What follows belongs to an exercise in optimizing a design on an open flow for a short achievable clock period and few clock cycles; a production flow would make more cautious choices.
In this exercise RTL edits were held to simulation tests only and were not proved equivalent to the original.
Power figures rest on the tool's default switching activity, not on a simulated workload.

[flow/run.sh]
#!/bin/bash
# synth_recipe.tcl (not shown) runs the flow's synth.tcl, then flattens the netlist and writes it again
# the make line also repeats each setting of config.mk as NAME=value (left out here)
make -C /OpenROAD-flow-scripts/flow DESIGN_CONFIG=/design/flow/config.mk WORK_HOME=/design/flow/orfs CLKGATE_MAP_FILE= SYNTH_SCRIPT=/design/flow/synth_recipe.tcl finish
[flow/config.mk]
export PLATFORM = sky130hd
export DESIGN_NAME = mipsCore
export DESIGN_NICKNAME = mipsCore
export VERILOG_FILES = /design/flow/design.v
export SDC_FILE = /design/flow/constraint.sdc
export NUM_CORES = 4
export LEC_CHECK = 0
export ABC_CLOCK_PERIOD_IN_PS = 2500
export CAP_MARGIN = 20
export CORE_MARGIN = 2
export CORE_UTILIZATION = 40
export SETUP_SLACK_MARGIN = 5
export SLEW_MARGIN = 20
[flow/constraint.sdc]
create_clock -name core_clock -period 8.5 [get_ports {clk}]
set_input_delay 1.7000 -clock core_clock [delete_from_list [all_inputs] [get_ports {clk}]]
set_output_delay 1.7000 -clock core_clock [all_outputs]
set_load 0.01 [all_outputs]
[flow/design.v]
`timescale 1ns/10ps
module regFile (
    input  logic        clk,
    input  logic        arstN,
    input  logic [4:0]  rsAddr,
    input  logic [4:0]  rtAddr,
    input  logic        writeEn,
    input  logic [4:0]  writeAddr,
    input  logic [31:0] writeData,
    output logic [31:0] rsData,
    output logic [31:0] rtData
);
    logic [31:0] regs [1:31];  
    logic [31:1] valid;
    always_ff @(posedge clk or negedge arstN) begin
        if (!arstN) begin
            valid <= '0;
        end else if (writeEn) begin
            valid[writeAddr] <= 1'b1;       
        end
    end
    always_ff @(posedge clk) begin
        if (writeEn) begin
            regs[writeAddr] <= writeData;
        end
    end
    assign rsData = (rsAddr != '0 && valid[rsAddr]) ? regs[rsAddr] : '0;
    assign rtData = (rtAddr != '0 && valid[rtAddr]) ? regs[rtAddr] : '0;
endmodule
`timescale 1ns/10ps
module mipsCore (
    input  logic        clk,
    input  logic        arstN,
    output logic [31:0] instAddr,
    input  logic [31:0] instRdata,
    output logic [31:0] dataAddr,
    output logic [31:0] dataWdata,
    output logic        dataWe,
    input  logic [31:0] dataRdata,
    output logic        grfWe,
    output logic [4:0]  grfAddr,
    output logic [31:0] grfWdata,
    output logic [31:0] wbPc
);
    localparam logic [31:0] resetPc = 32'h0000_3000;
    logic [31:0] pc;
    logic [31:0] dInstr;
    logic [31:0] dPc;
    logic [31:0] eA, eB, eOpB, ePc, eTarget;
    logic        eFwdA, eFwdB, eFwdS, eFwdSL;
    logic        eUseA, eSub, eSelOr, eSelSlt;
    logic        eLoad, eStore, eWe, eBrNT;
    logic [4:0]  eDest;
    logic [31:0] mRes, mSd, mPc;
    logic        mLoad, mStore, mWe;
    logic [4:0]  mDest;
    logic [31:0] wRes, wPc;
    logic        wWe;
    logic [4:0]  wDest;
    logic [5:0]  op, fn;
    logic [4:0]  rs, rt, rd;
    logic        isR, isOri, isLui, isLw, isSw, isBeq, isJal;
    logic        brT, brNT;
    logic [4:0]  dDest;
    logic        dWe;
    logic        useA, useB;
    logic [31:0] rsData, rtData, aVal, bVal, opBVal;
    logic [31:0] pcPlus4, brTarget, jTarget;
    logic        stall, mispredict;
    assign op = dInstr[31:26];
    assign fn = dInstr[5:0];
    assign rs = dInstr[25:21];
    assign rt = dInstr[20:16];
    assign rd = dInstr[15:11];
    assign isR   = (op == 6'h00) &&
                   (fn == 6'h21 || fn == 6'h23 || fn == 6'h25 || fn == 6'h2a);
    assign isOri = (op == 6'h0d);
    assign isLui = (op == 6'h0f);
    assign isLw  = (op == 6'h23);
    assign isSw  = (op == 6'h2b);
    assign isBeq = (op == 6'h04);
    assign isJal = (op == 6'h03);
    assign brT   = isBeq && (rs == rt);      
    assign brNT  = isBeq && (rs != rt);      
    assign dDest = isR ? rd : (isOri || isLui || isLw) ? rt : isJal ? 5'd31 : 5'd0;
    assign dWe   = (isR || isOri || isLui || isLw || isJal) && (dDest != 5'd0);
    assign useA  = isR || isOri || isLw || isSw || brNT;    
    assign useB  = isR || brNT;                             
    regFile regFile_inst (
        .clk(clk), .arstN(arstN), .rsAddr(rs), .rtAddr(rt),
        .writeEn(wWe), .writeAddr(wDest), .writeData(wRes),
        .rsData(rsData), .rtData(rtData)
    );
    always_comb begin
        if (mWe && mDest == rs)      aVal = mLoad ? dataRdata : mRes;
        else if (wWe && wDest == rs) aVal = wRes;
        else                         aVal = rsData;
        if (mWe && mDest == rt)      bVal = mLoad ? dataRdata : mRes;
        else if (wWe && wDest == rt) bVal = wRes;
        else                         bVal = rtData;
    end
    assign pcPlus4  = pc + 32'd4;
    assign brTarget = pc + {{14{dInstr[15]}}, dInstr[15:0], 2'b00};
    assign jTarget  = {pc[31:28], dInstr[25:0], 2'b00};
    always_comb begin
        if (isLui)                  opBVal = {dInstr[15:0], 16'b0};
        else if (isJal)             opBVal = pcPlus4;       
        else if (isOri)             opBVal = {16'b0, dInstr[15:0]};
        else if (isLw || isSw)      opBVal = {{16{dInstr[15]}}, dInstr[15:0]};
        else                        opBVal = bVal;
    end
    assign stall = eLoad && eWe &&
                   ((useA && eDest == rs) || (useB && eDest == rt));
    always_ff @(posedge clk or negedge arstN) begin
        if (!arstN) begin
            pc <= resetPc;
        end else if (mispredict) begin
            pc <= eTarget;
        end else if (!stall) begin
            if (isJal)      pc <= jTarget;
            else if (brT)   pc <= brTarget;
            else            pc <= pcPlus4;
        end
    end
    assign instAddr = pc;
    always_ff @(posedge clk or negedge arstN) begin
        if (!arstN) begin
            dInstr <= '0;
        end else if (mispredict) begin
            dInstr <= '0;                    
        end else if (!stall) begin
            dInstr <= instRdata;
        end
    end
    always_ff @(posedge clk) begin
        if (!stall) dPc <= pc;
    end
    always_ff @(posedge clk or negedge arstN) begin
        if (!arstN) begin
            eWe    <= 1'b0;
            eLoad  <= 1'b0;
            eStore <= 1'b0;
            eBrNT  <= 1'b0;
            eDest  <= '0;
        end else if (stall) begin
            eWe    <= 1'b0;
            eLoad  <= 1'b0;
            eStore <= 1'b0;
            eBrNT  <= 1'b0;
            eDest  <= '0;
        end else begin
            eWe    <= dWe;
            eLoad  <= isLw;
            eStore <= isSw;
            eBrNT  <= brNT;
            eDest  <= dDest;
        end
    end
    always_ff @(posedge clk) begin
        eA      <= aVal;
        eB      <= bVal;
        eOpB    <= opBVal;
        ePc     <= dPc;
        eTarget <= brTarget;
        eFwdA   <= eWe && eDest == rs;
        eFwdB   <= eWe && eDest == rt && useB;
        eFwdS   <= eWe && eDest == rt && !eLoad;
        eFwdSL  <= eWe && eDest == rt && eLoad;
        eUseA   <= !(isLui || isJal);
        eSub    <= isR && (fn[1] || fn[3]);           
        eSelOr  <= (isR && fn == 6'h25) || isOri || isLui || isJal;
        eSelSlt <= isR && fn == 6'h2a;
    end
    logic [31:0] opA, opB, sum, orRes, aluRes, sdVal;
    logic        lt;
    assign opA   = eFwdA ? mRes : eA;
    assign opB   = eFwdB ? mRes : eOpB;
    assign sum   = opA + (opB ^ {32{eSub}}) + {31'b0, eSub};
    assign lt    = (opA[31] ^ opB[31]) ? opA[31] : sum[31];
    assign orRes = (opA & {32{eUseA}}) | opB;
    assign aluRes = eSelOr ? orRes : eSelSlt ? {31'b0, lt} : sum;
    assign sdVal = eFwdSL ? dataRdata : eFwdS ? mRes : eB;
    assign mispredict = eBrNT && (opA == opB);
    always_ff @(posedge clk or negedge arstN) begin
        if (!arstN) begin
            mWe    <= 1'b0;
            mLoad  <= 1'b0;
            mStore <= 1'b0;
            mDest  <= '0;
        end else begin
            mWe    <= eWe;
            mLoad  <= eLoad;
            mStore <= eStore;
            mDest  <= eDest;
        end
    end
    always_ff @(posedge clk) begin
        mRes <= aluRes;
        mSd  <= sdVal;
        mPc  <= ePc;
    end
    assign dataAddr  = mRes;
    assign dataWdata = mSd;
    assign dataWe    = mStore;
    always_ff @(posedge clk or negedge arstN) begin
        if (!arstN) begin
            wWe   <= 1'b0;
            wDest <= '0;
        end else begin
            wWe   <= mWe;
            wDest <= mDest;
        end
    end
    always_ff @(posedge clk) begin
        wRes <= mLoad ? dataRdata : mRes;
        wPc  <= mPc;
    end
    assign grfWe    = wWe;
    assign grfAddr  = wDest;
    assign grfWdata = wRes;
    assign wbPc     = wPc;
endmodule
==> summary.txt <==
status -> finished clean
Most Used Layer, Global Route -> met2
Async S/R FF share, synth -> 8.027%
Post-synth top flop -> edfxtp_1
Final ANT Viol Nets -> 0
die area -> 176900 µm²
WP buf/inv -> 1
Top Ports -> 233
routability congestion estimate -> 0.9663
Sinks on Clock Net -> 1470
Pleak -> 28.45 nW
final WL -> 232500 µm
Avg Cell Area, Syn -> 15.13 µm²
Register Area -> 40480 µm²
post-synthesis sequential area ratio -> 58.01%
Post-layout nets -> 5022
GR Util met3 -> 5.900%
pwr dens -> 216.7 nW/µm²
clock-pin slew on the worst setup and hold paths -> 0.07 ns
filler instances -> 14649
MaxCap Viol Count -> 0
Fmax -> 287.9 MHz
vias per cell -> 6.189
CP delay by family, top -> compound AO/OA/AOI/OAI gates
global route total overflow -> 0
Synth Warn # -> 2
Synth Net Count -> 4730
total power -> 17.76 mW
Avg WL per Cell -> 31.79 µm
Final Slew Violations -> 0
CTS H-tree depth -> 4
most common cell in the netlist -> edfxtp_1
RSZ-0062 raised after global routing -> yes
first-pass GRT wire length -> 328600 µm
number of flops mapped to enable cells by yosys -> 1024
CP Cell Sequence -> bufbuf_16, mux2i_1, xnor2_1, ha_1, o21a_1, nor2_1, or3_1, o22ai_1, o21ba_4, o21ai_2, a21oi_2, xor2_1, a221oi_1
met1 Usage GRT -> 33.69%
vias in the first global route -> 44371
Final setup violation count -> 0
Hold Vio Cnt, Final -> 0
cells after synthesis -> 4588
# DRC -> 0
total vias in the final route -> 45263
Antenna diodes -> 0
Tightest Pin Transition -> 1.010 ns
Final Cell Area -> 81940 µm²
VDD IR-drop max -> 0.2237 mV
Hold Worst Slack -> 0.3049 ns
GR Util All Layers -> 26.05%
Hold Crit Class -> flip-flop to flip-flop
setup tns final -> 0 ns
CTS tree -> yes
Final WS setup -> 5.027 ns
Worst EP arrival -> 4.19 ns
crit path kind -> flip-flop to flip-flop
area leader, netlist -> edfxtp_1
crit start category -> flip-flop
critical path capture point type -> flip-flop
skew final -> 0.03411 ns
Root Buffer Master -> clkbuf_16
Worst Path Required -> 9.21 ns
DIE HEIGHT -> 420.6 µm
period utilization -> 40.86%
CTS Hold Bufs -> 0
# port buffers -> 232
Slew HR -> 31.95%
Yosys cell types -> 86
critical path's largest stage delay -> 0.43 ns
Initial Util -> 40.38%
core box area -> 171900 µm²
Clock Latency Late Sink -> 0.82 ns
DRT iter0 DRCs -> 5268
Max clock buf depth -> 3
initial antenna violation count -> 8
footprint of the multi-input gates -> 28220 µm²
DP Cell Count -> 6922
worst-path fanout max -> 16
post-synth top area share -> 44.30%
Area contributors post-synth -> edfxtp_1, mux4_2, dfxtp_1
minimum clock period after layout -> 3.473 ns
row count -> 152
layout cells sized above 1 -> 27.32%
Mapped Area -> 69420 µm²
fin util -> 47.66%
post-synthesis register bit count -> 1470
TritonCTS Buffers -> 155
DR pass1 iterations -> 6
HPWL after DPL -> 135200 µm
largest net degree at the start of global routing -> 101
Synth-to-Final Area Change -> 18.04%
synth cell count leaders -> edfxtp_1, mux4_2, nand2_1, dfxtp_1, a21oi_1
GR Util met2 -> 41.13%
Slowest-stage cell, CP -> dfxtp_4
setup slack at placement -> 3.516 ns
Post-Layout Cell Count -> 7313
placed cell area -> 74510 µm²
chip width -> 420.6 µm
[cell usage in the layout, fill, tap and decap left out, drive strengths merged, types with 13 or more instances in the layout]
cell type,instances
nand3,37
nand4,22
o221ai,19
o21ai,223
clkbuf,211
a221oi,38
a21o,36
dlygate4sd2,53
a21oi,233
o31ai,15
and2,13
inv,81
mux2,57
nor2,201
edfxtp,1024
a31oi,20
dfxtp,328
xnor2,119
mux2i,195
clkinv,48
o22ai,19
a22oi,77
o211ai,20
a221o,22
ha,74
nand2b,13
buf,217
nor3,37
a211oi,16
xor2,65
and3,16
dfrtp,116
nor4,16
or3,13
o21bai,24
mux4,591
clkdlybuf4s50,146
nand2,351
[final cells by class]
type / count / area share [%]
Clock buffer: 201 / 5.219
Clock inverter: 79 / 0.9742
Sequential cell: 1470 / 49.40
Inverter: 72 / 0.3573
Multi-Input combinational cell: 2729 / 34.44
Timing Repair Buffer: 452 / 6.083
Tap cell: 2310 / 3.527
[metal layers]
metal	routed length [µm]	part of all wire (%)	vias up
met5	13	0.0056	-
met4	13330	5.7	2
met3	21440	9.2	494
met2	108600	47	2399
met1	89140	38	23449
li1	-	-	18919
[worst reg2reg max path, delay by kind of cell, from the launching register on]
family	cells	cell delay [ns]
simple gates	2	0.45
compound gates	6	1.10
buf+inv	1	0.35
mux	1	0.36
fa+ha+maj	1	0.40
flops	1	0.43
xor+xnor	2	0.29
[power by group]
| group | internal [mW] | leakage [nW] | switching, mW | total, mW |
|---|---|---|---|---|
| Clock | 3.88 | 2.49 | 2.95 | 6.83 |
| Sequential | 8.12 | 13.7 | 0.249 | 8.37 |
| Combinational | 1.11 | 12.3 | 1.44 | 2.55 |
[cell families after synthesis]
family / after synthesis / share of synthesized area [%]
and+or+nand+nor: 777 / 5.020
DFF: 1470 / 58.01
muxes: 843 / 22.91
buffers and inverters: 393 / 2.397
adders and majority gates: 76 / 1.392
AOI/OAI and AO/OA: 845 / 7.906
xor gates and xnor gates: 184 / 2.359
[repair_timing]
item	4_1_cts	5_1_grt
pin swaps	10	21
hold endpoints to repair	0	0
buffers inserted	62	34
resized for setup	386	97
cloned	11	4
setup endpoints to repair	348	113
[sequential cells by signal, indices dropped and copies added, names as in the netlist, 31 cells and up]
| register | flops |
|---|---|
| mRes | 32 |
| dInstr | 32 |
| eB | 32 |
| eOpB | 32 |
| dPc | 32 |
| eA | 32 |
| regFile_inst.valid | 31 |
| regFile_inst.regs | 992 |
| wRes | 32 |
| wPc | 32 |
| eTarget | 32 |
| pc | 32 |
| ePc | 32 |
| mSd | 32 |
| mPc | 32 |
[worst paths after layout]
path                          from                    end  slack, ns  depth (start not counted)
min reg2reg                mPc[13]                wPc[13]       0.30                          0
max reg2reg                  eFwdB                mRes[0]       5.03                         13
min in group asynchronous    arstN  regFile_inst.valid[5]       0.89                          1
max in group asynchronous    arstN                 pc[16]       6.34                          2
max                          eFwdB                mRes[0]       5.03                         13
min                        mPc[13]                wPc[13]       0.30                          0
Testbench counts, summed over its fixed seeds: cycles 35,003.

[static timing again, ports no longer ideal]
The flow's constraints put no driver on any port. The routed layout listed below was extracted and timed again, unchanged, in two steps. Step 1 assumes that a clkbuf_16 drives the clock port and a buf_2 every other input. Step 2, shift: input delay + t, output delay - t, t = (earliest + latest rising clock arrival at the registers) / 2. This alone moves slack from input paths to output paths. a / b / c = no drivers / after step 1 / after step 2; a / b = the first two.
shift t [ns]: 0.881
setup WS [ns]: 5.027 / 4.964 / 4.928
pins driven straight from the clock port: 1
After both steps setup and hold are still met in this run. The setup slack of this run moves by -0.063 ns with the drivers and by -0.099 ns with both steps.
